This is an optimization exercise on Yosys and OpenROAD, whose aim is small area, a short achievable clock period and few clock cycles per item, not a production implementation. Where RTL was checked, it was by simulation tests only, not by an equivalence proof against the original. Function not checked in run 1: the RTL went through the layout flow alone.

## flow/design.v (module list and top-level ports; edited modules follow where they fit)
// module lstm_delta_fa: 11 lines
// module lstm_delta_ha: 10 lines
// module lstm_delta: 8961 lines
module lstm_delta
(
    input  logic                     clk,
    input  logic                     xrst,
    input  logic                     in_valid,
    output logic                     in_ready,
    input  logic                     in_last,
    input  logic signed [15:0] i,
    input  logic signed [15:0] f,
    input  logic signed [15:0] o,
    input  logic signed [15:0] a,
    input  logic signed [15:0] tanh_c,
    input  logic signed [15:0] c_prev,
    input  logic signed [15:0] dh,
    input  logic signed [15:0] dc_next,
    output logic                     out_valid,
    input  logic                     out_ready,
    output logic                     out_last,
    output logic signed [15:0] di,
    output logic signed [15:0] df,
    output logic signed [15:0] do_,
    output logic signed [15:0] da,
    output logic signed [15:0] dc_prev
);
  // ...
==> flow/flow/run.sh <==
#!/bin/bash
# Standard ORFS layout (the standard.sh, standard synthesis unchanged) with two
# changes to how the layout is optimised:
#  - port buffers use buf_4 instead of the default delay-buffer choice;
#  - timing repair aims for extra setup margin, so the resizer works on the
#    register-to-register paths although the 12 ns constraint is met anyway.
# The SDC (clock period, I/O delays, load) is the standard flow's, unchanged.
set -euo pipefail
bash standard.sh \
  "BUFFER_PORTS_ARGS=-buffer_cell sky130_fd_sc_hd__buf_4" \
  SETUP_SLACK_MARGIN=8.3 \
  finish > standard_flow.log 2>&1
==> flow/standard.sh <==
#!/bin/bash
# synth_recipe.tcl (not shown) runs the flow's synth.tcl, then flattens the netlist and writes it again
# the make line also repeats each setting of config.mk as NAME=value (left out here)
make -C /OpenROAD-flow-scripts/flow DESIGN_CONFIG=/design/flow/config.mk WORK_HOME=/design/flow/orfs CLKGATE_MAP_FILE= SYNTH_SCRIPT=/design/flow/synth_recipe.tcl "${@:-finish}"
==> flow/config.mk <==
export PLATFORM = sky130hd
export DESIGN_NAME = lstm_delta
export DESIGN_NICKNAME = lstm_delta
export VERILOG_FILES = /design/flow/design.v
export SDC_FILE = /design/flow/constraint.sdc
export NUM_CORES = 4
export LEC_CHECK = 0
export ABC_AREA = 1
export ABC_CLOCK_PERIOD_IN_PS = 3500
export CAP_MARGIN = 20
export CORE_MARGIN = 2
export CORE_UTILIZATION = 65
export SLEW_MARGIN = 20
export SYNTH_HIERARCHICAL = 1
==> flow/constraint.sdc <==
create_clock -name core_clock -period 12.0 [get_ports {clk}]
set_input_delay 2.4000 -clock core_clock [delete_from_list [all_inputs] [get_ports {clk}]]
set_output_delay 2.4000 -clock core_clock [all_outputs]
set_load 0.01 [all_outputs]
==> qor.csv, run 1 <==
stage,metric,value,unit
outcome,status,"complete, no violations",
setup_path,crit path from,di[9]$_DFFE_PP_,
sta,Final Cycle Share,33.3,%
cells_and_area,max reg flops,81,
setup_path,FF-to-FF Start,s4_dc_enc[3]$_DFFE_PN_,
routing,final wirelength,377,mm
cells_and_area,Non-CTS inverters,1300,
global_route,GR Util met3,7.07,%
synthesis,sequential area share after synthesis,32.9,%
synthesis,adder-cell area share of the yosys netlist,28.3,%
cells_and_area,"most common cell after layout, fill and taps aside",nand2_1,
cells_and_area,Signal buf overhead,4.90,%
routing,Met1 Wirelength,147,mm
routing,DR DRC count,0,
cells_and_area,Non-clock buffers,741,
synthesis,leading area contributor after synthesis,edfxtp_1,
global_route,initial antenna violation count,3,
synthesis,top-count cell post-synth,nand2_1,
setup_path,critical path's largest stage delay,560,ps
placed_design,dpl cell area,136000,um^2
sta,setup violators final,0,
synthesis,share of the synthesized area in the top cell type,32.8,%
setup_path,flop2flop setup slack,8250,ps
cells_and_area,"Core Util, Final",72.4,%
==> inputs of run 2 (changes only) <==
--- a/flow/design.v
+++ b/flow/design.v
@@ -8878,33 +8878,33 @@
             s1_m1_b <= m1_r1[31:8];
             s1_m1_c <= m1_lo[8];
             s1_m2_a <= m2_r0[31:8];
             s1_m2_b <= m2_r1[31:8];
             s1_m2_c <= m2_lo[8];
             s1_n3_a <= n3_r0[23:8];
             s1_n3_b <= n3_r1[23:8];
             s1_n3_c <= n3_lo[8];
-            s1_n3_f <= (($signed(s0_tanh_c) >= 16'sd2897) || ($signed(s0_tanh_c) <= -16'sd2897));
+            s1_n3_f <= ((~s0_tanh_c[15] && (s0_tanh_c >= 16'd2897)) || (s0_tanh_c[15] && (s0_tanh_c <= 16'hf4af)));
             s1_n4_a <= n4_r0[23:8];
             s1_n4_b <= n4_r1[23:8];
             s1_n4_c <= n4_lo[8];
-            s1_n4_f <= (($signed(s0_a) >= 16'sd2897) || ($signed(s0_a) <= -16'sd2897));
+            s1_n4_f <= ((~s0_a[15] && (s0_a >= 16'd2897)) || (s0_a[15] && (s0_a <= 16'hf4af)));
             s1_gi_a <= gi_r0[23:8];
             s1_gi_b <= gi_r1[23:8];
             s1_gi_c <= gi_lo[8];
-            s1_gi_f <= (($signed(s0_i) >= 16'sd3028) || ($signed(s0_i) <= -16'sd2772));
+            s1_gi_f <= ((~s0_i[15] && (s0_i >= 16'd3028)) || (s0_i[15] && (s0_i <= 16'hf52c)));
             s1_gf_a <= gf_r0[23:8];
             s1_gf_b <= gf_r1[23:8];
             s1_gf_c <= gf_lo[8];
-            s1_gf_f <= (($signed(s0_f) >= 16'sd3028) || ($signed(s0_f) <= -16'sd2772));
+            s1_gf_f <= ((~s0_f[15] && (s0_f >= 16'd3028)) || (s0_f[15] && (s0_f <= 16'hf52c)));
             s1_go_a <= go_r0[23:8];
             s1_go_b <= go_r1[23:8];
             s1_go_c <= go_lo[8];
-            s1_go_f <= (($signed(s0_o) >= 16'sd3028) || ($signed(s0_o) <= -16'sd2772));
+            s1_go_f <= ((~s0_o[15] && (s0_o >= 16'd3028)) || (s0_o[15] && (s0_o <= 16'hf52c)));
             s1_i <= s0_i;
             s1_f <= s0_f;
             s1_a <= s0_a;
             s1_c_prev <= s0_c_prev;
             s1_dc_next <= s0_dc_next;
             s1_last <= s0_last;
             s2_m1 <= c1m1_v;
             s2_m2 <= c1m2_v;
==> qor.csv, run 2 <==
stage,metric,value,unit,change
outcome,status,"complete, no violations",,
sta,Final Cycle Share,32.4,%,-0.87 points
clock_network,CTS Buffer Depth,3,,
min_path,beginning of the worst hold path,s2_dc_next[2]$_DFFE_PN_,,
routing,number of DRC markers in iteration 0,12300,,
synthesis,Synth async-reset ratio,0.615,%,
setup_path,WS Path Type,reg -> out,,
setup_path,FF-to-FF Start,s4_dc_enc[19]$_DFFE_PN_,,
run,max-cap violations,0,,
die,die height,455,um,
min_path,worst min-delay path class,reg -> reg,,
cells_and_area,finished layout cell area,147000,um^2,
global_route,first-pass GRT wire length,571,mm,
global_route,vias in the first global route,102000,,
sta,Final Hold Fails,0,,
synthesis,Synth Cell Area,132000,um^2,
sta,setup violators final,0,,unchanged
setup_path,R2R Path End,s5_df_a[10]$_DFFE_PN_,,
sta,slew margin rel.,26.7,%,
setup_path,Startpoint Class,flip-flop,,
global_route,initial antenna violation count,9,,+6
synthesis,post-synthesis register bit count,1464,,
sta,Highest Clock Rate,257,MHz,
sta,min Tclk post-route,3890,ps,
die,Initial Utilization,65.5,%,
routing,vias per cell,6.34,,
setup_path,CP endpoint kind,output pin,,
synthesis,share of the synthesized area in the top cell type,33.0,%,+0.23 points
routing,Vias,103000,,
synthesis,Post-synth top flop,edfxtp_1,,
die,core area,202000,um^2,
placed_design,gpl congestion,0.952,,
routing,final wirelength,373,mm,-1.1%
cells_and_area,Final nets,15700,,
routing,antenna-violating nets left,0,,
synthesis,Ys Warns,7,,
die,DIE AREA,207000,um^2,
setup_path,critical path's largest stage delay,510,ps,-50 ps
clock_network,CTS root buf,clkbuf_16,,
clock_network,hold_buf cts,0,,
sta,Clock Skew,37.1,ps,
synthesis,synthesized instance count,13200,,
min_path,Worst Hold End,s3_dc_next[2]$_DFFE_PN_,,
setup_path,"delay-heaviest family, CP",flip-flops,,
routing,first-pass detailed-route iteration total,9,,
die,row count,165,,
sta,Least-Margin Pin Slew,1100,ps,
setup_path,flop2flop setup slack,8280,ps,+30 ps
clock_network,CTS tree,yes,,
setup_path,crit path from,di[11]$_DFFE_PP_,,
die,I/O pin count,216,,
min_path,Worst Hold Path Cells,0,,
cells_and_area,"most common cell after layout, fill and taps aside",nand2_1,,
cells_and_area,Area Growth Syn to Fin,10.9,%,
setup_path,CP max FO,1,,
global_route,All-Layer GR Usage,34.7,%,
sta,RSZ-0062 raised after global routing,true,,
synthesis,Post-Syn Nets,15500,,
cells_and_area,Layout fillers,14500,,
placed_design,# port buffers,215,,
setup_path,critical path data required time,9600,ps,
clock_network,H-Tree Depth,4,,
clock_network,CTS buffer count,164,,
cells_and_area,most frequent cells in the layout,"nand2_1, xor2_1, edfxtp_1, fa_1, o22ai_1",,
clock_network,worst skew pair latency,830,ps,
synthesis,Post-synth EDFFs,1455,,
synthesis,"top cells by count, synth","nand2_1, xor2_1, edfxtp_1",,
setup_path,Worst Path Arrival,1490,ps,
global_route,grt ovf,0,,
die,Chip Width,455,um,
routing,Avg WL per Cell,23.0,um,
placed_design,hpwl dp,255,mm,
setup_path,CP Cell Sequence,buf_6,,
synthesis,leading area contributor after synthesis,edfxtp_1,,
synthesis,sequential area share after synthesis,33.2,%,+0.23 points
setup_path,worst r2r path cells,9,,
placed_design,dpl cell area,135000,um^2,-0.61%
cells_and_area,max reg flops,81,,unchanged
synthesis,post-synthesis area per instance,10.1,um^2,
sta,Sum Neg Setup Slack,0,ps,
sta,max-slew violation count,0,,
clock_network,clk slew on worst S/H paths,60,ps,
synthesis,largest cells by area after synthesis,"edfxtp_1, fa_1, xor2_1, ha_1, nand2_1",,
cells_and_area,largest register by flop count,skid,,
synthesis,Cell variety after synth,59,,
clock_network,clock sinks,1464,,
setup_path,slowest CP cell,edfxtp_1,,
setup_path,WP buf/inv,1,,
routing,DR DRC count,0,,unchanged
global_route,pin count of the biggest net entering global routing,214,,
cells_and_area,fraction of layout cells with a size suffix above 1,9.97,%,
synthesis,top-count cell post-synth,nand2_1,,
[run 2: worst max-delay path by stage]
stage | endpoint | slack, ps | depth (start not counted)
floorplan | s0_a[0]$_DFFE_PN_ | 7550 | 3
global placement | s5_dp_a[9]$_DFFE_PN_ | 7410 | 8
detailed placement | s5_di_a[8]$_DFFE_PN_ | 7320 | 8
CTS | dc_prev[13] | 8070 | 1
global route | di[11] | 8070 | 1
finish | di[11] | 8110 | 1
[run 2: worst reg2reg max path, stage by stage (launching register included)]
cell,delay (ps)
edfxtp_1,460
inv_2,110
buf_12,210
buf_16,290
o22ai_1,130
xor2_1,260
fa_1,490
fa_1,500
fa_1,520
fa_1,480
[run 2: area by class of cell]
class	count	area, um^2	area share, %
diodes	2	5.00	0.00341
repair buffers	749	7370	5.02
clock buffers	182	4170	2.84
inverters	1232	5240	3.57
multi-input cells	9781	81500	55.5
flip-flops and latches	1464	43900	29.9
well taps	2672	3340	2.28
repair inverters	14	83.8	0.0571
clock inverters	115	1230	0.837
[run 2: modules after synthesis, one instance, submodules excluded]
| module | cells inside | area (um^2) | times used | flip-flops and latches |
|---|---|---|---|---|
| lstm_delta | 11600 | 102000 | 1 | 1464 |
| lstm_delta_fa | 1 | 20.0 | 1344 | 0 |
| lstm_delta_ha | 1 | 12.5 | 281 | 0 |
[run 2: cells by family (layout without fill, tap and decap cells)]
logic type                 Yosys count  count (layout)  synth area share, %
buffers and inverters             1938            2292                 5.58
muxes                                8               8               0.0671
AOI/OAI and AO/OA                 2319            2319                 10.5
xor gates and xnor gates          1721            1721                 11.4
DFF                               1464            1464                 33.2
and+or+nand+nor                   3535            3539                 10.8
adders and majority gates         2194            2194                 28.5
other                                0               2                    0
[run 2: per-layer routing]
metal  track usage, %  vias up  part of all wire (%)
li1                 -    45200                     -
met1             47.4    49700                    39
met2             54.4     6289                    45
met3             7.25     1527                    11
met4             14.5       14                   5.1
met5                0        -                 0.024
[run 2: metrics by stage]
step	setup slack (ps)	util [%]	cells	hold slack [ps]
after floorplan	7550	-	13200	400
after global placement	7410	66.9	15500	400
after detailed placement	7320	66.9	15500	405
after CTS	8070	70.6	15900	405
after global routing	8070	72.6	16200	408
final	8110	72.6	16200	410
[run 2: timing repair]
action,CTS,global route
pin swaps,4,34
setup buffers,149,282
cloned,6,22
endpoints found under the setup margin,447,946
gates resized for setup,224,226
Testbench counts of run 2, summed over its fixed seeds: cycles 8,056, items 8,000.
==> inputs of run 3 (changes only) <==
--- a/flow/flow/run.sh
+++ b/flow/flow/run.sh
@@ -10,3 +10,3 @@
   "BUFFER_PORTS_ARGS=-buffer_cell sky130_fd_sc_hd__buf_4" \
-  SETUP_SLACK_MARGIN=8.3 \
+  SETUP_SLACK_MARGIN=8.05 \
   finish > standard_flow.log 2>&1
--- a/flow/config.mk
+++ b/flow/config.mk
@@ -12,2 +12,4 @@
 export CORE_UTILIZATION = 65
+export CTS_CLUSTER_DIAMETER = 100
+export CTS_CLUSTER_SIZE = 22
 export SLEW_MARGIN = 20
==> qor.csv, run 3 <==
stage,metric,value,unit,change
outcome,status,"complete, no violations",,
sta,Highest Clock Rate,255,MHz,-0.88%
global_route,grt ovf,0,,unchanged
setup_path,crit path from,s4_dc_enc[10]$_DFFE_PN_,,
synthesis,leading area contributor after synthesis,edfxtp_1,,
cells_and_area,max reg flops,81,,unchanged
synthesis,sequential area share after synthesis,33.2,%,unchanged
setup_path,critical path data required time,12510,ps,+2910 ps
run,max-cap violations,0,,unchanged
sta,Least-Margin Pin Slew,1150,ps,+53.8 ps
routing,met3 WL,33.3,mm,-15%
die,row count,165,,unchanged
routing,first-pass detailed-route iteration total,7,,-2
sta,setup violators final,0,,unchanged
setup_path,CP Capture Point,s5_df_a[6]$_DFFE_PN_,,
setup_path,Startpoint Class,flip-flop,,
synthesis,Ys Warns,7,,unchanged
die,core area,202000,um^2,unchanged
min_path,worst min-delay path class,reg -> reg,,
placed_design,hpwl dp,255,mm,unchanged
clock_network,hold_buf cts,0,,unchanged
sta,slew margin rel.,23.1,%,-3.6 points
global_route,vias in the first global route,100000,,-1.9%
die,die height,455,um,unchanged
clock_network,clock sinks,1464,,unchanged
setup_path,WS Path Type,reg -> reg,,
die,I/O pin count,216,,unchanged
clock_network,H-Tree Depth,3,,-1
synthesis,Cell variety after synth,59,,unchanged
clock_network,CTS tree,yes,,
setup_path,R2R Path End,s5_df_a[6]$_DFFE_PN_,,
sta,RSZ-0062 raised after global routing,false,,
synthesis,Synth Cell Area,132000,um^2,unchanged
setup_path,flop2flop setup slack,8070,ps,-210 ps
sta,max-slew violation count,0,,unchanged
cells_and_area,Area Growth Syn to Fin,5.02,%,
synthesis,Post-Syn Nets,15500,,unchanged
routing,Vias,99200,,-3.5%
die,Initial Utilization,65.5,%,unchanged
synthesis,Post-synth EDFFs,1455,,unchanged
synthesis,share of the synthesized area in the top cell type,33.0,%,unchanged
sta,Final Hold Fails,0,,unchanged
die,DIE AREA,207000,um^2,unchanged
cells_and_area,most frequent cells in the layout,"nand2_1, xor2_1, edfxtp_1, fa_1, o22ai_1",,
routing,Met1 Wirelength,144,mm,-0.79%
routing,DR DRC count,0,,unchanged
cells_and_area,largest register by flop count,skid,,
synthesis,synthesized instance count,13200,,unchanged
routing,Avg WL per Cell,22.7,um,-1.1%
synthesis,post-synthesis register bit count,1464,,unchanged
routing,Met2 Wirelength,162,mm,-4.1%
synthesis,top-count cell post-synth,nand2_1,,
clock_network,CTS root buf,clkbuf_16,,
cells_and_area,fraction of layout cells with a size suffix above 1,5.11,%,-4.9 points
die,Chip Width,455,um,unchanged
routing,vias per cell,6.32,,-0.21%
setup_path,CP endpoint kind,flip-flop,,
synthesis,largest cells by area after synthesis,"edfxtp_1, fa_1, xor2_1, ha_1, nand2_1",,
routing,highest routed layer,met5,,
synthesis,post-synthesis area per instance,10.1,um^2,unchanged
placed_design,# port buffers,215,,unchanged
placed_design,gpl congestion,0.952,,unchanged
global_route,All-Layer GR Usage,34.1,%,-0.65 points
synthesis,Synth async-reset ratio,0.615,%,unchanged
cells_and_area,"Core Util, Final",68.8,%,-3.8 points
synthesis,"top cells by count, synth","nand2_1, xor2_1, edfxtp_1",,
setup_path,worst r2r path cells,8,,-1
routing,antenna-violating nets left,0,,unchanged
clock_network,worst skew pair latency,790,ps,-40 ps
global_route,first-pass GRT wire length,561,mm,-1.7%
setup_path,FF-to-FF Start,s4_dc_enc[10]$_DFFE_PN_,,
sta,Final Cycle Share,32.7,%,+0.29 points
setup_path,Worst Path Arrival,4440,ps,+2950 ps
synthesis,Post-synth top flop,edfxtp_1,,
setup_path,CP max FO,45,,+44
global_route,initial antenna violation count,5,,-4
cells_and_area,"most common cell after layout, fill and taps aside",nand2_1,,
cells_and_area,Final nets,15300,,-2.8%
placed_design,dpl cell area,135000,um^2,unchanged
clock_network,CTS buffer count,85,,-48%
sta,min Tclk post-route,3930,ps,+34.6 ps
routing,number of DRC markers in iteration 0,11300,,-8.2%
sta,worst hold slack,408,ps,-1.68 ps
sta,Sum Neg Setup Slack,0,ps,unchanged
global_route,pin count of the biggest net entering global routing,214,,unchanged
sta,Clock Skew,44.0,ps,+6.98 ps
routing,final wirelength,357,mm,-4.4%
cells_and_area,finished layout cell area,139000,um^2,-5.3%
clock_network,clk slew on worst S/H paths,100,ps,+40 ps
clock_network,CTS Buffer Depth,3,,unchanged
run 3: cell counts after synthesis:
Identical to the previous run, type by type.
run 3: per-module statistics from Yosys (local to each module, per instance):
| module | cells | flip-flops and latches |
|---|---|---|
| lstm_delta | 11600 | 1464 |
| lstm_delta_fa | 1 | 0 |
| lstm_delta_ha | 1 | 0 |
run 3: worst min path at each step:
stage	slack (ps)	to	cells past startpoint	from
finish	410	s1_c_prev[15]$_DFFE_PN_	0	s0_c_prev[15]$_DFFE_PN_
global route	420	s1_c_prev[4]$_DFFE_PN_	0	s0_c_prev[4]$_DFFE_PN_
CTS	410	s1_c_prev[15]$_DFFE_PN_	0	s0_c_prev[15]$_DFFE_PN_
detailed placement	400	s2_c_prev[4]$_DFFE_PN_	0	s1_c_prev[4]$_DFFE_PN_
global placement	400	s1_c_prev[7]$_DFFE_PN_	0	s0_c_prev[7]$_DFFE_PN_
floorplan	400	s1_c_prev[0]$_DFFE_PN_	0	s0_c_prev[0]$_DFFE_PN_
run 3: kinds of logic (layout without fill, tap and decap cells):
kind of cell             count (synthesis)  after routing  share of synthesized area [%]
XOR/XNOR                              1721           1721                           11.4
flip-flops                            1464           1464                           33.2
buffers and inverters                 1938           1763                           5.58
AND/OR/NAND/NOR                       3535           3536                           10.8
multiplexers                             8              8                         0.0671
AO/OA/AOI/OAI                         2319           2319                           10.5
other                                    0              2                              0
adder cells (fa/ha/maj)               2194           2194                           28.5
run 3: cell type report:
cell class,count,area (um^2)
Clock buffer,93,2160
Clock inverter,36,399
Fill cell,15500,63200
Tap cell,2672,3340
Sequential cell,1464,43900
Multi-Input combinational cell,9778,81200
Timing Repair inverter,3,15.0
Timing Repair Buffer,399,3280
Inverter,1232,4760
Antenna cell,2,5.00
run 3: what timing repair did:
item                                    4_1_cts  5_1_grt
buffers inserted                             42       48
gates cloned                                  3        1
endpoints found under the setup margin      206      117
gates resized for setup                      63       56
pin swaps                                     0        3
run 3: critical path, stage by stage (launching register included):
cell and delay, ps:
edfxtp_1 430, clkinv_2 320, buf_12 320, o22ai_1 300
xor2_2 160, fa_1 600, fa_1 450, fa_1 520
fa_1 490
run 3: routing by layer:
metal / up-vias / track usage [%]
met5: - / 0
met4: 2 / 14.3
met3: 1144 / 6.39
met2: 5443 / 53.3
met1: 48300 / 47.1
li1: 44200 / -
run 3: per-stage QoR:
step                      setup WS (ps)  cells
after global routing               8030  15700
after global placement             7410  15500
after floorplan                    7550  13200
after detailed placement           7320  15500
final                              8070  15700
after CTS                          7990  15600
==> inputs of run 4 (changes only) <==
--- a/flow/config.mk
+++ b/flow/config.mk
@@ -11,3 +11,3 @@
 export CORE_MARGIN = 2
-export CORE_UTILIZATION = 65
+export CORE_UTILIZATION = 70
 export CTS_CLUSTER_DIAMETER = 100
==> qor.csv, run 4 <==
stage,metric,value,unit,change
synthesis,Synth async-reset ratio,0.615,%,unchanged
routing,final wirelength,362,mm,+1.5%
clock_network,CTS tree,yes,,
sta,Highest Clock Rate,252,MHz,-1.2%
routing,first-pass detailed-route iteration total,7,,unchanged
setup_path,CP max FO,60,,+33%
synthesis,leading area contributor after synthesis,edfxtp_1,,
cells_and_area,"Core Util, Final",73.8,%,+5.1 points
sta,min Tclk post-route,3970,ps,+47.0 ps
clock_network,CTS buffer count,81,,-4.7%
synthesis,post-synthesis mux area share,0.0671,%,unchanged
synthesis,Post-Synth XOR/XNOR Area,11.4,%,unchanged
global_route,vias in the first global route,102000,,+1.6%
synthesis,adder-cell area share of the yosys netlist,28.5,%,unchanged
placed_design,hpwl dp,259,mm,+1.5%
routing,Avg WL per Cell,23.4,um,+2.7%
die,Chip Width,439,um,-3.6%
run,max-cap violations,0,,unchanged
clock_network,clock sinks,1464,,unchanged
sta,max-slew violation count,0,,unchanged
sta,Final Cycle Share,33.1,%,+0.39 points
setup_path,Worst Path Arrival,4490,ps,+50 ps
synthesis,Post-synth top flop,edfxtp_1,,
synthesis,Synth Area in Compound Gates,10.5,%,unchanged
min_path,worst min-delay path class,reg -> reg,,
clock_network,worst skew pair latency,800,ps,about the same
synthesis,share of the synthesized area in the top cell type,33.0,%,unchanged
synthesis,Ys Warns,7,,unchanged
synthesis,post-synthesis register bit count,1464,,unchanged
synthesis,simple-gate share of the synthesized area,10.8,%,unchanged
setup_path,CP endpoint kind,flip-flop,,
synthesis,top-count cell post-synth,nand2_1,,
global_route,grt ovf,0,,unchanged
global_route,All-Layer GR Usage,37.2,%,+3.1 points
global_route,first-pass GRT wire length,564,mm,+0.41%
sta,Sum Neg Setup Slack,0,ps,unchanged
cells_and_area,"most common cell after layout, fill and taps aside",nand2_1,,
synthesis,Synth Cell Area,132000,um^2,unchanged
setup_path,Startpoint Class,flip-flop,,
routing,Vias,101000,,+2.0%
die,I/O pin count,216,,unchanged
sta,RSZ-0062 raised after global routing,false,,
global_route,pin count of the biggest net entering global routing,199,,-7.0%
die,row count,159,,-3.6%
synthesis,sequential area share after synthesis,33.2,%,unchanged
synthesis,synthesized instance count,13200,,unchanged
cells_and_area,Final nets,15300,,+0.059%
die,DIE AREA,193000,um^2,-7.1%
sta,Final Hold Fails,0,,unchanged
routing,number of DRC markers in iteration 0,12100,,+7.4%
clock_network,CTS root buf,clkbuf_16,,
setup_path,WS Path Type,reg -> reg,,
routing,antenna-violating nets left,0,,unchanged
routing,vias per cell,6.52,,+3.1%
synthesis,Post-Syn Nets,15500,,unchanged
routing,DR DRC count,0,,unchanged
cells_and_area,Layout fillers,13100,,-16%
synthesis,"top cells by count, synth","nand2_1, xor2_1, edfxtp_1",,
cells_and_area,fraction of layout cells with a size suffix above 1,5.17,%,+0.054 points
synthesis,Post-synth EDFFs,1455,,unchanged
die,Initial Utilization,70.5,%,+5.0 points
placed_design,gpl congestion,0.987,,+3.7%
sta,slew margin rel.,21.9,%,-1.2 points
clock_network,CTS Buffer Depth,3,,unchanged
synthesis,post-synthesis area per instance,10.1,um^2,unchanged
die,core area,188000,um^2,-7.1%
placed_design,# port buffers,215,,unchanged
die,die height,439,um,-3.6%
cells_and_area,most frequent cells in the layout,"nand2_1, xor2_1, edfxtp_1, fa_1, o22ai_1",,
setup_path,critical path data required time,12510,ps,about the same
sta,setup violators final,0,,unchanged
cells_and_area,Area Growth Syn to Fin,4.79,%,
cells_and_area,largest register by flop count,skid,,
synthesis,largest family of logic cells by synthesized area,adder cells,,
global_route,initial antenna violation count,6,,+1
synthesis,Cell variety after synth,59,,unchanged
clock_network,H-Tree Depth,3,,unchanged
sta,Clock Skew,58.9,ps,+14.9 ps
synthesis,largest cells by area after synthesis,"edfxtp_1, fa_1, xor2_1, ha_1, nand2_1",,
outcome,status,"complete, no violations",,
cells_and_area,max reg flops,81,,unchanged
sta,Least-Margin Pin Slew,1170,ps,+17.4 ps
clock_network,clk slew on worst S/H paths,90,ps,about the same
[run 4: logic make-up (layout without fill, tap and decap cells)]
family                     after synthesis  count (layout)
DFF                                   1464            1464
and+or+nand+nor                       3535            3536
other                                    0               2
xor gates and xnor gates              1721            1721
AOI/OAI and AO/OA                     2319            2319
buffers and inverters                 1938            1763
muxes                                    8               8
adders and majority gates             2194            2194
[run 4: layout make-up]
cell class | instances | area [um^2] | share of cell area (%)
Multi-Input combinational cell | 9778 | 81200 | 58.5
Sequential cell | 1464 | 43900 | 31.6
Inverter | 1232 | 4750 | 3.43
Timing Repair Buffer | 409 | 3340 | 2.40
Tap cell | 2495 | 3120 | 2.25
Clock buffer | 92 | 2120 | 1.53
Clock inverter | 24 | 295 | 0.213
Timing Repair inverter | 6 | 30.0 | 0.0216
Antenna cell | 2 | 5.00 | 0.00361
[run 4: through the flow]
step | worst slack [ps] | cell area, um^2 | std cells | hold slack, ps
after global placement | 7460 | 135000 | 15300 | 401
after CTS | 8050 | 138000 | 15400 | 375
after floorplan | 7550 | 132000 | 13200 | 400
final | 8030 | 139000 | 15500 | 385
after detailed placement | 7280 | 135000 | 15300 | 405
after global routing | 8030 | 139000 | 15500 | 393
[run 4: modules after synthesis, one instance, submodules excluded]
module	cells	cell area (um^2)
lstm_delta	11600	102000
lstm_delta_ha	1	12.5
lstm_delta_fa	1	20.0
[run 4: layer usage]
| metal | share of wire (%) | vias up | GRT usage (%) |
|---|---|---|---|
| met1 | 39 | 48900 | 50.4 |
| met4 | 5.5 | 8 | 17.2 |
| li1 | - | 44200 | - |
| met3 | 11 | 1404 | 7.62 |
| met5 | 0.016 | - | 0 |
| met2 | 45 | 6588 | 58.2 |
[run 4: what timing repair did]
item	4_1_cts	5_1_grt
setup buffers	36	68
hold buffers	0	0
gates cloned	5	2
gates resized for setup	66	47
setup endpoints to repair	333	253
pin swaps	0	3
[run 4: worst paths after layout]
path,from,to,slack [ps],cells after the start
hold / removal,s1_dc_next[1]$_DFFE_PN_,s2_dc_next[1]$_DFFE_PN_,380,0
hold reg to reg,s1_dc_next[1]$_DFFE_PN_,s2_dc_next[1]$_DFFE_PN_,380,0
max in group asynchronous,xrst,held$_DFF_PN0_,10450,1
setup / recovery,s4_dc_enc[13]$_DFFE_PN_,s5_di_a[7]$_DFFE_PN_,8030,8
setup reg to reg,s4_dc_enc[13]$_DFFE_PN_,s5_di_a[7]$_DFFE_PN_,8030,8
min in group asynchronous,xrst,held$_DFF_PN0_,1410,1
[run 4: worst max-delay path, stage by stage (launching register included)]
cell and delay (ps):
edfxtp_1 530, clkinv_1 110, buf_8 410, o22ai_1 220, xor2_1 280, fa_1 490, fa_1 560, fa_1 530
fa_1 480
==> inputs of run 5 (changes only) <==
--- a/flow/config.mk
+++ b/flow/config.mk
@@ -11,5 +11,6 @@
 export CORE_MARGIN = 2
-export CORE_UTILIZATION = 70
+export CORE_UTILIZATION = 65
 export CTS_CLUSTER_DIAMETER = 100
 export CTS_CLUSTER_SIZE = 22
+export GPL_TIMING_DRIVEN = 1
 export SLEW_MARGIN = 20
==> qor.csv, run 5 <==
stage,metric,value,unit,change
synthesis,Post-synth EDFFs,1455,,unchanged
sta,slew margin rel.,23.1,%,+1.2 points
cells_and_area,Finished Layout Cells,15700,,+1.1%
sta,Sum Neg Setup Slack,0,ps,unchanged
setup_path,worst r2r path cells,8,,unchanged
placed_design,Place WS,7320,ps,+35.4 ps
die,core area,202000,um^2,+7.6%
synthesis,Cell variety after synth,59,,unchanged
routing,number of DRC markers in iteration 0,11300,,-6.9%
routing,Avg WL per Cell,22.7,um,-2.6%
routing,final wirelength,357,mm,-1.5%
routing,antenna-violating nets left,0,,unchanged
cells_and_area,fraction of layout cells with a size suffix above 1,5.11,%,-0.054 points
synthesis,post-synthesis register bit count,1464,,unchanged
placed_design,hpwl dp,255,mm,-1.5%
sta,Final Hold Fails,0,,unchanged
min_path,Worst Hold Path Cells,0,,unchanged
sta,Final Cycle Share,32.7,%,-0.39 points
clock_network,CTS tree,yes,,
routing,Vias,99200,,-1.9%
setup_path,Worst Path Arrival,4440,ps,-50 ps
clock_network,CTS root buf,clkbuf_16,,
global_route,first-pass GRT wire length,561,mm,-0.41%
synthesis,largest cells by area after synthesis,"edfxtp_1, fa_1, xor2_1, ha_1, nand2_1",,
setup_path,CP endpoint kind,flip-flop,,
clock_network,CTS buffer count,85,,+4.9%
setup_path,WS Path Type,reg -> reg,,
cells_and_area,most frequent cells in the layout,"nand2_1, xor2_1, edfxtp_1, fa_1, o22ai_1",,
synthesis,Post-Syn Nets,15500,,unchanged
sta,max-slew violation count,0,,unchanged
synthesis,Synth async-reset ratio,0.615,%,unchanged
cells_and_area,Layout fillers,15500,,+19%
run,max-cap violations,0,,unchanged
setup_path,"delay-heaviest family, CP",adder cells,,
placed_design,gpl congestion,0.952,,-3.6%
die,row count,165,,+3.8%
min_path,worst min-delay path class,reg -> reg,,
synthesis,Synth Cell Area,132000,um^2,unchanged
sta,post-route setup slack,8070,ps,+47.0 ps
clock_network,clk slew on worst S/H paths,100,ps,about the same
setup_path,FF-to-FF Start,s4_dc_enc[10]$_DFFE_PN_,,
cells_and_area,max reg flops,81,,unchanged
global_route,pin count of the biggest net entering global routing,214,,+7.5%
setup_path,critical path's largest stage delay,600,ps,+40 ps
cells_and_area,Final nets,15300,,-0.059%
setup_path,Startpoint Class,flip-flop,,
die,Chip Width,455,um,+3.7%
synthesis,top-count cell post-synth,nand2_1,,
setup_path,flop2flop setup slack,8070,ps,+50 ps
routing,first-pass detailed-route iteration total,7,,unchanged
clock_network,CTS Buffer Depth,3,,unchanged
synthesis,synthesized instance count,13200,,unchanged
synthesis,Ys Warns,7,,unchanged
setup_path,critical path data required time,12510,ps,about the same
clock_network,H-Tree Depth,3,,unchanged
die,DIE AREA,207000,um^2,+7.6%
sta,setup violators final,0,,unchanged
placed_design,Placed Cells,15500,,+1.2%
cells_and_area,largest register by flop count,skid,,
min_path,beginning of the worst hold path,s0_c_prev[15]$_DFFE_PN_,,
routing,vias per cell,6.32,,-3.0%
synthesis,"top cells by count, synth","nand2_1, xor2_1, edfxtp_1",,
placed_design,# port buffers,215,,unchanged
setup_path,WP buf/inv,2,,unchanged
sta,RSZ-0062 raised after global routing,false,,
synthesis,sequential area share after synthesis,33.2,%,unchanged
setup_path,CP Cell Sequence,clkinv_2 > buf_12 > o22ai_1 > xor2_2 > fa_1 > fa_1 > fa_1 > fa_1,,
die,I/O pin count,216,,unchanged
global_route,grt ovf,0,,unchanged
routing,DR DRC count,0,,unchanged
setup_path,CP most frequent cell,fa_1,,
sta,Highest Clock Rate,255,MHz,+1.2%
die,Initial Utilization,65.5,%,-5.0 points
setup_path,slowest CP cell,fa_1,,
global_route,All-Layer GR Usage,34.1,%,-3.1 points
outcome,status,"complete, no violations",,
global_route,vias in the first global route,100000,,-1.6%
cells_and_area,Area Growth Syn to Fin,5.02,%,
global_route,initial antenna violation count,5,,-1
sta,Least-Margin Pin Slew,1150,ps,-17.4 ps
synthesis,leading area contributor after synthesis,edfxtp_1,,
synthesis,share of the synthesized area in the top cell type,33.0,%,unchanged
sta,min Tclk post-route,3930,ps,-47.0 ps
setup_path,R2R Path End,s5_df_a[6]$_DFFE_PN_,,
synthesis,Post-synth top flop,edfxtp_1,,
clock_network,worst skew pair latency,790,ps,about the same
setup_path,CP max FO,45,,-25%
cells_and_area,"most common cell after layout, fill and taps aside",nand2_1,,
die,die height,455,um,+3.7%
min_path,Worst Hold End,s1_c_prev[15]$_DFFE_PN_,,
synthesis,post-synthesis area per instance,10.1,um^2,unchanged
clock_network,clock sinks,1464,,unchanged
sta,Clock Skew,44.0,ps,-14.9 ps
[run 5: cell families (layout without fill, tap and decap cells)]
group	Yosys count	in the layout	synth area share, %
other	0	2	0
adder cells (fa/ha/maj)	2194	2194	28.5
buffers and inverters	1938	1763	5.58
multiplexers	8	8	0.0671
AND/OR/NAND/NOR	3535	3536	10.8
flip-flops	1464	1464	33.2
AO/OA/AOI/OAI	2319	2319	10.5
XOR/XNOR	1721	1721	11.4
[run 5: area by class of cell]
cell class,instances,area [um^2],area share [%]
multi-input cells,9778,81200,58.4
clock buffers,93,2160,1.55
clock inverters,36,399,0.287
well taps,2672,3340,2.40
repair buffers,399,3280,2.36
repair inverters,3,15.0,0.0108
inverters,1232,4760,3.42
flip-flops and latches,1464,43900,31.6
diodes,2,5.00,0.00360
[run 5: how the worst max path moves through the flow]
stage	startpoint	to	slack, ps	cells past startpoint
after global routing	s3_dc_next[0]$_DFFE_PN_	s4_dc_enc[13]$_DFFE_PN_	8030	20
after global placement	s4_dc_enc[6]$_DFFE_PN_	s5_dp_a[9]$_DFFE_PN_	7410	8
after detailed placement	s4_dc_enc[3]$_DFFE_PN_	s5_di_a[8]$_DFFE_PN_	7320	8
final	s4_dc_enc[10]$_DFFE_PN_	s5_df_a[6]$_DFFE_PN_	8070	8
after CTS	s4_dc_enc[14]$_DFFE_PN_	s5_di_a[8]$_DFFE_PN_	7990	7
after floorplan	held$_DFF_PN0_	s0_a[0]$_DFFE_PN_	7550	3
[run 5: repair_timing]
item,CTS,global route
hold buffers,0,0
setup endpoints to repair,206,117
pin swaps,0,3
buffers inserted,42,48
cloned,3,1
gates resized for setup,63,56
[run 5: stage by stage]
step	area [um^2]	util, %	hold slack [ps]
6_report	139000	68.8	408
3_3_place_gp	135000	66.9	400
3_5_place_dp	135000	66.9	405
5_1_grt	139000	68.8	420
2_1_floorplan	132000	-	400
4_1_cts	138000	68.4	408
[run 5: worst register-to-register path: stages, from the launching register on]
cell and delay, ps:
edfxtp_1 430, clkinv_2 320, buf_12 330, o22ai_1 350
xor2_2 160, fa_1 600, fa_1 450, fa_1 520
fa_1 490
[run 5: Yosys stat by module (local to each module, per instance)]
| module | flops+latches | times used |
|---|---|---|
| lstm_delta | 1464 | 1 |
| lstm_delta_fa | 0 | 1344 |
| lstm_delta_ha | 0 | 281 |
[run 5: layer usage]
layer | global-route usage, % | part of all wire [%] | routed length (um)
met4 | 14.3 | 4.7 | 16800
met3 | 6.39 | 9.3 | 33300
met2 | 53.3 | 45 | 162000
met5 | 0 | 0.0036 | 13
met1 | 47.1 | 40 | 144000
==> inputs of run 6 (changes only) <==
--- a/flow/flow/run.sh
+++ b/flow/flow/run.sh
@@ -10,3 +10,3 @@
   "BUFFER_PORTS_ARGS=-buffer_cell sky130_fd_sc_hd__buf_4" \
-  SETUP_SLACK_MARGIN=8.05 \
+  SETUP_SLACK_MARGIN=8.3 \
   finish > standard_flow.log 2>&1
--- a/flow/config.mk
+++ b/flow/config.mk
@@ -14,3 +14,2 @@
 export CTS_CLUSTER_SIZE = 22
-export GPL_TIMING_DRIVEN = 1
 export SLEW_MARGIN = 20
==> qor.csv, run 6 <==
stage,metric,value,unit,change
synthesis,Synth Cell Area,132000,um^2,unchanged
setup_path,Startpoint Class,flip-flop,,
synthesis,simple-gate share of the synthesized area,10.8,%,unchanged
sta,slew margin rel.,28.8,%,+5.7 points
routing,Avg WL per Cell,22.9,um,+0.72%
synthesis,top-count cell post-synth,nand2_1,,
synthesis,share of the synthesized area in the top cell type,33.0,%,unchanged
min_path,worst min-delay path class,reg -> reg,,
sta,Sum Neg Setup Slack,0,ps,unchanged
sta,RSZ-0062 raised after global routing,true,,
routing,antenna-violating nets left,0,,unchanged
sta,Least-Margin Pin Slew,1070,ps,-85.4 ps
die,I/O pin count,216,,unchanged
synthesis,Post-synth EDFFs,1455,,unchanged
cells_and_area,most frequent cells in the layout,"nand2_1, xor2_1, edfxtp_1, fa_1, o22ai_1",,
setup_path,worst r2r path cells,8,,unchanged
run,max-cap violations,0,,unchanged
clock_network,clk slew on worst S/H paths,90,ps,about the same
die,core area,202000,um^2,unchanged
die,DIE AREA,207000,um^2,unchanged
setup_path,crit path from,di[14]$_DFFE_PP_,,
setup_path,flop2flop setup slack,8240,ps,+170 ps
synthesis,post-synthesis mux area share,0.0671,%,unchanged
sta,Highest Clock Rate,259,MHz,+1.7%
clock_network,clock sinks,1464,,unchanged
synthesis,synthesized instance count,13200,,unchanged
setup_path,CP max FO,1,,-98%
setup_path,critical path data required time,9600,ps,-2910 ps
routing,DR DRC count,0,,unchanged
global_route,vias in the first global route,101000,,+0.49%
cells_and_area,Area Growth Syn to Fin,9.05,%,
global_route,All-Layer GR Usage,34.4,%,+0.29 points
sta,Final Cycle Share,32.2,%,-0.55 points
placed_design,hpwl dp,255,mm,unchanged
setup_path,CP endpoint kind,output pin,,
synthesis,Post-Synth XOR/XNOR Area,11.4,%,unchanged
placed_design,Placed Cells,15500,,unchanged
synthesis,Post-Syn Nets,15500,,unchanged
setup_path,Worst Path Arrival,1460,ps,-2980 ps
placed_design,# port buffers,215,,unchanged
routing,Vias,102000,,+2.4%
synthesis,Post-synth top flop,edfxtp_1,,
clock_network,CTS tree,yes,,
clock_network,hold_buf cts,0,,unchanged
cells_and_area,largest register by flop count,skid,,
setup_path,"delay-heaviest family, CP",flip-flops,,
setup_path,WP buf/inv,1,,-1
synthesis,Synth Area in Compound Gates,10.5,%,unchanged
clock_network,CTS buffer count,85,,unchanged
synthesis,post-synthesis register bit count,1464,,unchanged
setup_path,critical path's largest stage delay,510,ps,-90 ps
synthesis,leading area contributor after synthesis,edfxtp_1,,
synthesis,sequential area share after synthesis,33.2,%,unchanged
cells_and_area,fraction of layout cells with a size suffix above 1,9.31,%,+4.2 points
routing,vias per cell,6.31,,-0.16%
placed_design,gpl congestion,0.952,,unchanged
clock_network,CTS Buffer Depth,3,,unchanged
setup_path,R2R Path End,s5_da_a[12]$_DFFE_PN_,,
synthesis,Cell variety after synth,59,,unchanged
setup_path,FF-to-FF Start,s4_ia[15]$_DFFE_PN_,,
setup_path,WS Path Type,reg -> out,,
setup_path,CP Capture Point,di[14],,
routing,final wirelength,368,mm,+3.3%
clock_network,worst skew pair latency,790,ps,about the same
clock_network,H-Tree Depth,3,,unchanged
synthesis,largest cells by area after synthesis,"edfxtp_1, fa_1, xor2_1, ha_1, nand2_1",,
clock_network,CTS root buf,clkbuf_16,,
outcome,status,"complete, no violations",,
die,Initial Utilization,65.5,%,unchanged
synthesis,adder-cell area share of the yosys netlist,28.5,%,unchanged
cells_and_area,Final nets,15700,,+2.6%
cells_and_area,"most common cell after layout, fill and taps aside",nand2_1,,
cells_and_area,Finished Layout Cells,16100,,+2.6%
global_route,initial antenna violation count,6,,+1
die,Chip Width,455,um,unchanged
synthesis,post-synthesis area per instance,10.1,um^2,unchanged
die,row count,165,,unchanged
global_route,grt ovf,0,,unchanged
synthesis,Synth async-reset ratio,0.615,%,unchanged
setup_path,CP Depth,1,,-7
sta,Final Hold Fails,0,,unchanged
sta,setup violators final,0,,unchanged
synthesis,Ys Warns,7,,unchanged
setup_path,CP Cell Sequence,buf_6,,
global_route,pin count of the biggest net entering global routing,214,,unchanged
synthesis,largest family of logic cells by synthesized area,adder cells,,
cells_and_area,"Core Util, Final",71.4,%,+2.6 points
sta,min Tclk post-route,3860,ps,-66.5 ps
setup_path,slowest CP cell,edfxtp_1,,
die,die height,455,um,unchanged
synthesis,"top cells by count, synth","nand2_1, xor2_1, edfxtp_1",,
sta,max-slew violation count,0,,unchanged
routing,first-pass detailed-route iteration total,10,,+3
routing,number of DRC markers in iteration 0,11900,,+5.5%
sta,Clock Skew,43.2,ps,-0.815 ps
global_route,first-pass GRT wire length,565,mm,+0.68%
cells_and_area,max reg flops,81,,unchanged
==> run 6: cell counts after synthesis <==
Identical to the previous run, type by type.
==> run 6: how the worst min path moves through the flow <==
stage	start	to	slack, ps	cells after the start
2_1_floorplan	s0_c_prev[0]$_DFFE_PN_	s1_c_prev[0]$_DFFE_PN_	400	0
3_3_place_gp	s0_c_prev[7]$_DFFE_PN_	s1_c_prev[7]$_DFFE_PN_	400	0
3_5_place_dp	s1_c_prev[4]$_DFFE_PN_	s2_c_prev[4]$_DFFE_PN_	400	0
4_1_cts	s0_c_prev[15]$_DFFE_PN_	s1_c_prev[15]$_DFFE_PN_	410	0
5_1_grt	s0_c_prev[4]$_DFFE_PN_	s1_c_prev[4]$_DFFE_PN_	420	0
6_report	s0_c_prev[15]$_DFFE_PN_	s1_c_prev[15]$_DFFE_PN_	410	0
==> run 6: per-module statistics from Yosys (local to each module, per instance) <==
module	area [um^2]	times used	flops+latches	cells inside
lstm_delta_ha	12.5	281	0	1
lstm_delta_fa	20.0	1344	0	1
lstm_delta	102000	1	1464	11600
==> run 6: through the flow <==
step	cell area (um^2)	hold WS (ps)	setup slack [ps]
after floorplan	132000	400	7550
after global placement	135000	400	7410
after detailed placement	135000	405	7320
after CTS	140000	408	8100
after global routing	144000	420	8120
final	144000	411	8140
==> run 6: cells by family (layout without fill, tap and decap cells) <==
group,count (synthesis),after routing
other,0,2
DFF,1464,1464
muxes,8,8
buffers and inverters,1938,2162
AOI/OAI and AO/OA,2319,2319
xor gates and xnor gates,1721,1721
and+or+nand+nor,3535,3538
adders and majority gates,2194,2194
==> run 6: layout make-up <==
class | count | area, um^2
antenna | 2 | 5.00
sequential | 1464 | 43900
inverter | 1232 | 5290
timing repair inverter | 12 | 72.6
timing repair buffer | 789 | 7730
fill | 14800 | 57900
tap | 2672 | 3340
multi-input combinational | 9780 | 81500
clock inverter | 36 | 399
clock buffer | 93 | 2160
==> run 6: timing repair <==
action                                  4_1_cts  5_1_grt
pin swaps                                     5       37
buffers inserted                            123      349
hold endpoints to repair                      0        0
endpoints found under the setup margin      452      909
gates resized for setup                     227      230
cloned                                        7       17
==> run 6: layer usage <==
metal / part of all wire (%) / vias to the layer above / track usage, %
li1: - / 45000 / -
met1: 40 / 49300 / 47.5
met2: 45 / 5922 / 53.9
met3: 9.9 / 1306 / 6.35
met4: 5.0 / 2 / 14.1
met5: 0.0033 / - / 0
==> inputs of run 7 (changes only) <==
--- a/flow/config.mk
+++ b/flow/config.mk
@@ -16 +16,2 @@
 export SYNTH_HIERARCHICAL = 1
+export TNS_END_PERCENT = 0
==> qor.csv, run 7 <==
stage,metric,value,unit,change
outcome,status,"complete, no violations",,
cells_and_area,Layout fillers,15500,,+4.6%
synthesis,synthesized instance count,13200,,unchanged
sta,slew margin rel.,24.1,%,-4.7 points
cells_and_area,largest register by flop count,skid,,
global_route,All-Layer GR Usage,34.1,%,-0.29 points
global_route,pin count of the biggest net entering global routing,214,,unchanged
synthesis,post-synthesis register bit count,1464,,unchanged
cells_and_area,"most common cell after layout, fill and taps aside",nand2_1,,
die,row count,165,,unchanged
clock_network,clock sinks,1464,,unchanged
synthesis,"top cells by count, synth","nand2_1, xor2_1, edfxtp_1",,
global_route,initial antenna violation count,5,,-1
min_path,beginning of the worst hold path,s0_c_prev[15]$_DFFE_PN_,,
routing,DR DRC count,0,,unchanged
die,DIE AREA,207000,um^2,unchanged
cells_and_area,fraction of layout cells with a size suffix above 1,5.19,%,-4.1 points
routing,vias per cell,6.33,,+0.20%
die,die height,455,um,unchanged
cells_and_area,Area Growth Syn to Fin,5.10,%,
clock_network,CTS tree,yes,,
setup_path,Startpoint Class,flip-flop,,
setup_path,Worst Path Arrival,4440,ps,+2980 ps
setup_path,worst r2r path cells,7,,-1
global_route,grt ovf,0,,unchanged
synthesis,Synth async-reset ratio,0.615,%,unchanged
setup_path,FF-to-FF Start,s4_ia[7]$_DFFE_PN_,,
routing,Met1 Wirelength,144,mm,-1.5%
sta,worst hold slack,411,ps,-0.632 ps
synthesis,leading area contributor after synthesis,edfxtp_1,,
sta,RSZ-0062 raised after global routing,true,,
setup_path,critical path data required time,12530,ps,+2930 ps
sta,Least-Margin Pin Slew,1140,ps,+69.9 ps
sta,max-slew violation count,0,,unchanged
min_path,worst min-delay path class,reg -> reg,,
sta,Final Cycle Share,32.7,%,+0.49 points
clock_network,worst skew pair latency,790,ps,about the same
setup_path,CP max FO,16,,+15
routing,final wirelength,356,mm,-3.2%
synthesis,Post-synth EDFFs,1455,,unchanged
routing,highest routed layer,met5,,
synthesis,Synth Cell Area,132000,um^2,unchanged
die,Initial Utilization,65.5,%,unchanged
cells_and_area,max reg flops,81,,unchanged
clock_network,CTS root buf,clkbuf_16,,
global_route,vias in the first global route,100000,,-0.48%
run,max-cap violations,0,,unchanged
setup_path,flop2flop setup slack,8080,ps,-160 ps
clock_network,clk slew on worst S/H paths,100,ps,about the same
routing,antenna-violating nets left,0,,unchanged
synthesis,Cell variety after synth,59,,unchanged
placed_design,dpl cell area,135000,um^2,unchanged
setup_path,WS Path Type,reg -> reg,,
placed_design,gpl congestion,0.952,,unchanged
setup_path,CP endpoint kind,flip-flop,,
synthesis,Post-synth top flop,edfxtp_1,,
clock_network,H-Tree Depth,3,,unchanged
cells_and_area,most frequent cells in the layout,"nand2_1, xor2_1, edfxtp_1, fa_1, o22ai_1",,
sta,min Tclk post-route,3920,ps,+59.4 ps
synthesis,sequential area share after synthesis,33.2,%,unchanged
min_path,Worst Hold Path Cells,0,,unchanged
die,Chip Width,455,um,unchanged
sta,Clock Skew,43.5,ps,+0.245 ps
cells_and_area,"Core Util, Final",68.8,%,-2.6 points
min_path,Worst Hold End,s1_c_prev[15]$_DFFE_PN_,,
sta,Highest Clock Rate,255,MHz,-1.5%
routing,met3 WL,33.7,mm,-7.5%
die,core area,202000,um^2,unchanged
placed_design,hpwl dp,255,mm,unchanged
routing,number of DRC markers in iteration 0,11000,,-8.0%
sta,Sum Neg Setup Slack,0,ps,unchanged
synthesis,Post-Syn Nets,15500,,unchanged
synthesis,post-synthesis area per instance,10.1,um^2,unchanged
global_route,first-pass GRT wire length,561,mm,-0.70%
sta,Final Hold Fails,0,,unchanged
cells_and_area,Final nets,15300,,-2.5%
placed_design,# port buffers,215,,unchanged
clock_network,CTS buffer count,85,,unchanged
clock_network,CTS Buffer Depth,3,,unchanged
routing,Met2 Wirelength,162,mm,-3.1%
routing,Vias,99300,,-2.2%
synthesis,share of the synthesized area in the top cell type,33.0,%,unchanged
cells_and_area,finished layout cell area,139000,um^2,-3.6%
die,I/O pin count,216,,unchanged
synthesis,Ys Warns,7,,unchanged
routing,first-pass detailed-route iteration total,7,,-3
synthesis,largest cells by area after synthesis,"edfxtp_1, fa_1, xor2_1, ha_1, nand2_1",,
synthesis,top-count cell post-synth,nand2_1,,
setup_path,R2R Path End,s5_da_a[7]$_DFFE_PN_,,
sta,setup violators final,0,,unchanged
routing,Avg WL per Cell,22.7,um,-0.83%
[run 7: cell counts after synthesis]
No cell type changed its count.
[run 7: per-stage QoR]
stage               instances  setup WS (ps)
finish                  15700           8080
global route            15700           8030
CTS                     15600           8050
detailed placement      15500           7320
global placement        15500           7410
floorplan               13200           7550
[run 7: modules after synthesis (local to each module, per instance)]
module / times used / cells inside
lstm_delta_ha: 281 / 1
lstm_delta_fa: 1344 / 1
lstm_delta: 1 / 11600
[run 7: worst max path at each step]
stage,from,endpoint,depth (start not counted)
after floorplan,held$_DFF_PN0_,s0_a[0]$_DFFE_PN_,3
after global placement,s4_dc_enc[6]$_DFFE_PN_,s5_dp_a[9]$_DFFE_PN_,8
after detailed placement,s4_dc_enc[3]$_DFFE_PN_,s5_di_a[8]$_DFFE_PN_,8
after CTS,s3_dc_next[0]$_DFFE_PN_,s4_dc_enc[3]$_DFFE_PN_,16
after global routing,s3_dc_next[0]$_DFFE_PN_,s4_dc_enc[13]$_DFFE_PN_,20
final,s4_ia[7]$_DFFE_PN_,s5_da_a[7]$_DFFE_PN_,7
[run 7: final cells by class]
class                           count  area (um^2)  share of cell area [%]
Timing Repair inverter              3         15.0                  0.0108
Inverter                         1232         4770                    3.42
Sequential cell                  1464        43900                    31.5
Tap cell                         2672         3340                    2.40
Clock buffer                       93         2160                    1.55
Antenna cell                        1         2.50                 0.00180
Clock inverter                     36          399                   0.287
Timing Repair Buffer              410         3400                    2.44
Multi-Input combinational cell   9778        81200                    58.3
[run 7: kinds of logic (layout without fill, tap and decap cells)]
| logic type | after synthesis | in the layout | synth area share, % |
|---|---|---|---|
| AND/OR/NAND/NOR | 3535 | 3536 | 10.8 |
| AO/OA/AOI/OAI | 2319 | 2319 | 10.5 |
| adder cells (fa/ha/maj) | 2194 | 2194 | 28.5 |
| buffers and inverters | 1938 | 1774 | 5.58 |
| XOR/XNOR | 1721 | 1721 | 11.4 |
| flip-flops | 1464 | 1464 | 33.2 |
| multiplexers | 8 | 8 | 0.0671 |
| other | 0 | 1 | 0 |
[run 7: critical path: stages (launching register included)]
cell and delay, ps:
edfxtp_1 500, inv_1 670, o22ai_1 240, xor2_1 260, fa_1 480, fa_1 500, fa_1 540, fa_1 490
[run 7: repair_timing]
item	CTS	global route
hold buffers	0	0
cloned	3	1
endpoints found under the hold margin	0	0
setup endpoints to repair	452	1067
buffers inserted	41	60
resized for setup	64	57
pin swaps	0	3
[run 7: metal layers]
layer / up-vias / global-route usage, %
li1: 44300 / -
met1: 48300 / 47.1
met2: 5554 / 53.3
met3: 1129 / 6.39
met4: 2 / 14.2
met5: - / 0

## what the ideal ports hide
In the flow no input, the clock included, has a driving cell. The finished layouts below were timed again as built, in two steps. Step 1: set_driving_cell puts a clkbuf_16 on clk and a buf_2 on each other input, an assumption about the parent block. Step 2, shift: input delay + t, output delay - t, t = (earliest + latest rising clock arrival at the registers) / 2. This alone moves slack from input paths to output paths. a / b / c = ideal ports / drivers / drivers and shift; a / b = the first two.
| run | t (ns) | slack for setup (ns) | clock arrival spread, ns | worst slew at a driven data input, ns |
|---|---|---|---|---|
| run 1 | 0.935 | 8.004 / 7.912 / 7.685 | 0.051 / 0.052 | 0.10 |
| run 2 | 0.901 | 8.108 / 8.019 / 7.754 | 0.041 / 0.041 | 0.11 |
| run 3 | 0.859 | 8.073 / 8.046 / 7.768 | 0.045 / 0.044 | 0.11 |
| run 4 | 0.866 | 8.026 / 8.010 / 7.779 | 0.059 / 0.060 | 0.10 |
| run 5 | 0.859 | 8.073 / 8.046 / 7.768 | 0.045 / 0.044 | 0.11 |
| run 6 | 0.853 | 8.140 / 8.051 / 7.764 | 0.044 / 0.043 | 0.11 |
| run 7 | 0.858 | 8.081 / 8.059 / 7.756 | 0.046 / 0.046 | 0.11 |
After both steps every run listed still meets setup and hold. The setup slack of run 6, which loses most, moves by -0.089 ns with the drivers and by -0.376 ns with both steps.
